This is an optimization exercise on Yosys and OpenROAD, whose aim is small area, a short achievable clock period and few clock cycles, not a production implementation. Function was checked by simulation only, so behaviour that the tests miss may differ from the original.

## green
==> flow/design.v (excerpt) <==
module multiplicacao_matrizes_seq #(
  parameter int DATA_W = multiplicacao_pkg::DATA_W_DEF,
  parameter int MAX_N  = multiplicacao_pkg::MAX_N_DEF,
  parameter int SIZE_W = $clog2(MAX_N - 1),
  parameter int ACC_W  = 18
) (
  input  logic                            clk,
  input  logic                            rst_n,
  input  logic                            start,
  input  logic                            sat_en,
  input  logic [SIZE_W-1:0]               matrix_size,
  input  logic [MAX_N*MAX_N*DATA_W-1:0]   A,
  input  logic [MAX_N*MAX_N*DATA_W-1:0]   B,
  output logic                            busy,
  output logic                            done,
  output logic [MAX_N*MAX_N*DATA_W-1:0]   C,
  output logic                            overflow_flag
);
==> flow/config.mk <==
export PLATFORM = sky130hd
export DESIGN_NAME = multiplicacao_matrizes_seq
export DESIGN_NICKNAME = multiplicacao_matrizes_seq
export VERILOG_FILES = /design/flow/design.v
export SDC_FILE = /design/flow/constraint.sdc
export NUM_CORES = 4
export LEC_CHECK = 0
export CAP_MARGIN = 20
export CORE_MARGIN = 2
export CORE_UTILIZATION = 40
export CTS_CLUSTER_DIAMETER = 100
export CTS_CLUSTER_SIZE = 20
export SLEW_MARGIN = 20
export SYNTH_HIERARCHICAL = 1
export SYNTH_MINIMUM_KEEP_SIZE = 0
==> flow/constraint.sdc <==
create_clock -name core_clock -period 11.0 [get_ports {clk}]
set_input_delay 2.2000 -clock core_clock [delete_from_list [all_inputs] [get_ports {clk}]]
set_output_delay 2.2000 -clock core_clock [all_outputs]
set_load 0.01 [all_outputs]
standard.sh (not shown) runs the stock make flow with config.mk's settings and CLKGATE_MAP_FILE= SYNTH_SCRIPT=/design/flow/synth_recipe.tcl, a recipe that flattens the netlist after the stock synthesis.
==> flow/flow/run.sh <==
#!/bin/bash
# The standard layout (the standard.sh, unchanged synthesis), with extra
# ORFS settings from flow/knobs.txt (one VAR=value per line): a larger
# setup margin for timing repair and a plain buffer for the port buffers.
# The constraints, clock period and checks are unchanged.
set -euo pipefail
mapfile -t KNOBS < <(grep -v '^#' flow/knobs.txt | sed '/^$/d')
bash standard.sh "${KNOBS[@]}" finish > standard_flow.log 2>&1
==> flow/flow/knobs.txt <==
SETUP_SLACK_MARGIN=5.75
BUFFER_PORTS_ARGS=-buffer_cell sky130_fd_sc_hd__buf_1
Testbench counts of green, summed over its fixed seeds: cycles 1,734.
--- input diff green..purple ---
--- a/flow/design.v
+++ b/flow/design.v
@@ -19,28 +19,25 @@
     idx = (i * max_n + j) * data_w;
   endfunction
   function automatic int decode_n(input int size, input int max_n);
     decode_n = (size + 2 > max_n) ? max_n : size + 2;
   endfunction
 endpackage
 module saturador #(
-  parameter int ACC_W  = 18,
   parameter int DATA_W = 8
 ) (
-  input  logic [ACC_W-1:0]  acc,
+  input  logic [DATA_W-1:0] lo,
+  input  logic              oor,
+  input  logic              neg,
   input  logic              sat_en,
-  output logic [DATA_W-1:0] y,
-  output logic              ovf
+  output logic [DATA_W-1:0] y
 );
-  logic neg;
   always_comb begin
-    ovf = (acc[ACC_W-1:DATA_W] != '0);
-    neg = acc[ACC_W-1];
-    y   = {~acc[DATA_W-1], acc[DATA_W-2:0]};
-    if (sat_en && ovf) begin
+    y = {~lo[DATA_W-1], lo[DATA_W-2:0]};
+    if (sat_en && oor) begin
       y = neg ? {1'b1, {(DATA_W-1){1'b0}}} : {1'b0, {(DATA_W-1){1'b1}}};
     end
   end
 endmodule
 module multiplicacao_matrizes_seq #(
   parameter int DATA_W = multiplicacao_pkg::DATA_W_DEF,
   parameter int MAX_N  = multiplicacao_pkg::MAX_N_DEF,
@@ -58,43 +55,40 @@
   output logic                            done,
   output logic [MAX_N*MAX_N*DATA_W-1:0]   C,
   output logic                            overflow_flag
 );
   localparam int CNT_W = 3;
   logic             run_q;      
   logic             done_q;     
-  logic [MAX_N-1:0] first_q;    
   logic [CNT_W-1:0] cnt_q;
   logic             sat_q;
   logic [MAX_N-1:0] vld_q;      
   logic [DATA_W-1:0] a_q [MAX_N][MAX_N];
   logic [DATA_W-1:0] b_q [MAX_N][MAX_N];
   logic [ACC_W-1:0]  acc_q [MAX_N][MAX_N];
   logic [ACC_W-1:0]  acc_d [MAX_N][MAX_N];
+  logic              oor_q [MAX_N][MAX_N];    
   logic idle;
   logic [CNT_W-1:0] n_m1;
   assign idle = !run_q && !done_q;
   assign busy = run_q;
   assign done = done_q;
   assign n_m1 = CNT_W'(multiplicacao_pkg::decode_n(int'(matrix_size), MAX_N) - 1);
   always_ff @(posedge clk or negedge rst_n) begin
     if (!rst_n) begin
       run_q   <= 1'b0;
       done_q  <= 1'b0;
-      first_q <= '0;
       cnt_q   <= '0;
       sat_q   <= 1'b0;
       vld_q   <= '0;
     end else begin
       done_q  <= 1'b0;
-      first_q <= '0;
       if (idle) begin
         if (start) begin
           run_q   <= 1'b1;
-          for (int i = 0; i < MAX_N; i++) first_q[i] <= (i <= int'(n_m1));
           cnt_q   <= n_m1;
           sat_q   <= sat_en;
           for (int i = 0; i < MAX_N; i++) vld_q[i] <= (i <= int'(n_m1));
         end
       end else if (run_q) begin
         cnt_q <= cnt_q - 1'b1;
         if (cnt_q == '0) begin
@@ -132,15 +126,15 @@
     for (genvar gj = 0; gj < MAX_N; gj++) begin : g_mc
       logic [7:0]  a;
       logic [7:0]  b;
       logic [17:0] acc_in;
       logic [17:0] sum;
       assign a      = a_q[gi][0];
       assign b      = b_q[0][gj];
-      assign acc_in = first_q[gi] ? ACC_W'(1 << (DATA_W-1)) : acc_q[gi][gj];
+      assign acc_in = acc_q[gi][gj];
       assign acc_d[gi][gj] = sum;
       logic pp_0_0;
       logic pp_0_1;
       logic pp_0_2;
       logic pp_0_3;
       logic pp_0_4;
       logic pp_0_5;
@@ -501,34 +495,41 @@
       assign sum[11] = pg[11] ^ bg25;
       assign sum[12] = pg[12] ^ bg16;
       assign sum[13] = pg[13] ^ bg26;
       assign sum[14] = pg[14] ^ bg19;
       assign sum[15] = pg[15] ^ bg27;
       assign sum[16] = pg[16] ^ bg15;
       assign sum[17] = pg[17] ^ bg28;
-      always_ff @(posedge clk) acc_q[gi][gj] <= acc_d[gi][gj];
+      always_ff @(posedge clk) begin
+        if (accept) begin
+          acc_q[gi][gj] <= ACC_W'(1 << (DATA_W-1));
+          oor_q[gi][gj] <= 1'b0;
+        end else begin
+          acc_q[gi][gj] <= acc_d[gi][gj];
+          oor_q[gi][gj] <= (acc_d[gi][gj][ACC_W-1:DATA_W] != '0);
+        end
+      end
     end
   end
   logic [MAX_N*MAX_N-1:0] ovf_e;
   for (genvar gi = 0; gi < MAX_N; gi++) begin : g_row
     for (genvar gj = 0; gj < MAX_N; gj++) begin : g_col
       logic [DATA_W-1:0] y;
-      logic              o;
       saturador #(
-        .ACC_W  (ACC_W),
         .DATA_W (DATA_W)
       ) u_sat (
-        .acc    (acc_q[gi][gj]),
+        .lo     (acc_q[gi][gj][DATA_W-1:0]),
+        .oor    (oor_q[gi][gj]),
+        .neg    (acc_q[gi][gj][ACC_W-1]),
         .sat_en (sat_q),
-        .y      (y),
-        .ovf    (o)
+        .y      (y)
       );
       localparam int GM = (gi > gj) ? gi : gj;
       assign C[(gi*MAX_N + gj)*DATA_W +: DATA_W] = vld_q[GM] ? y : '0;
-      assign ovf_e[gi*MAX_N + gj] = vld_q[GM] && o;
+      assign ovf_e[gi*MAX_N + gj] = vld_q[GM] && oor_q[gi][gj];
     end
   end
   assign overflow_flag = |ovf_e;
 endmodule
 module fa_bit (
   input  logic a,
   input  logic b,
==> results.txt <==
- Having completed the whole flow, purple delivered a layout that passed the timing, DRC and antenna checks.
- The starting density of the core of purple and that of green are within noise of each other.
- green vs purple, class of the most critical setup path: reg -> out vs reg -> reg
- Against green as the reference, purple delivers a higher layout multi-input combinational cell count.
- Final-stage net count: purple vs green up 0.50%
- A end point of the critical path of overflow_flag is what green shows, while oor_q[23]$_SDFF_PP0_ belongs to purple.
- purple against green; initial antenna violation count is up by more than a quarter.
- The die of purple is smaller than the one used in green.
- Taking green as the reference, in purple filler-free cell count of the finished design up 70; non-clock buffer count up 98.
Testbench counts of purple, summed over its fixed seeds: cycles 1,734.

[what the ideal ports hide]
In the flow no input, the clock included, has a driving cell. The finished layouts below were timed again as built, in two steps. Step 1, drivers: a clkbuf_16 drives clk and a buf_2 each remaining input, both assumed. Step 2 moves the port delays by t, midway between the first and last clock arrival at a register: inputs arrive t later, outputs are due t later. That takes back most of the time a late clock gives input paths. Three values: ideal ports, drivers, drivers and shift; two values: the first two.
run | t, ns | setup WS [ns] | worst register clock-pin slew, ns | cell pins on the clock port's net
green | 0.833 | 5.483 / 5.398 / 5.912 | 0.10 / 0.10 | 1
purple | 0.852 | 5.843 / 5.811 / 5.843 | 0.11 / 0.11 | 1
After both steps setup and hold are still met in every run listed.
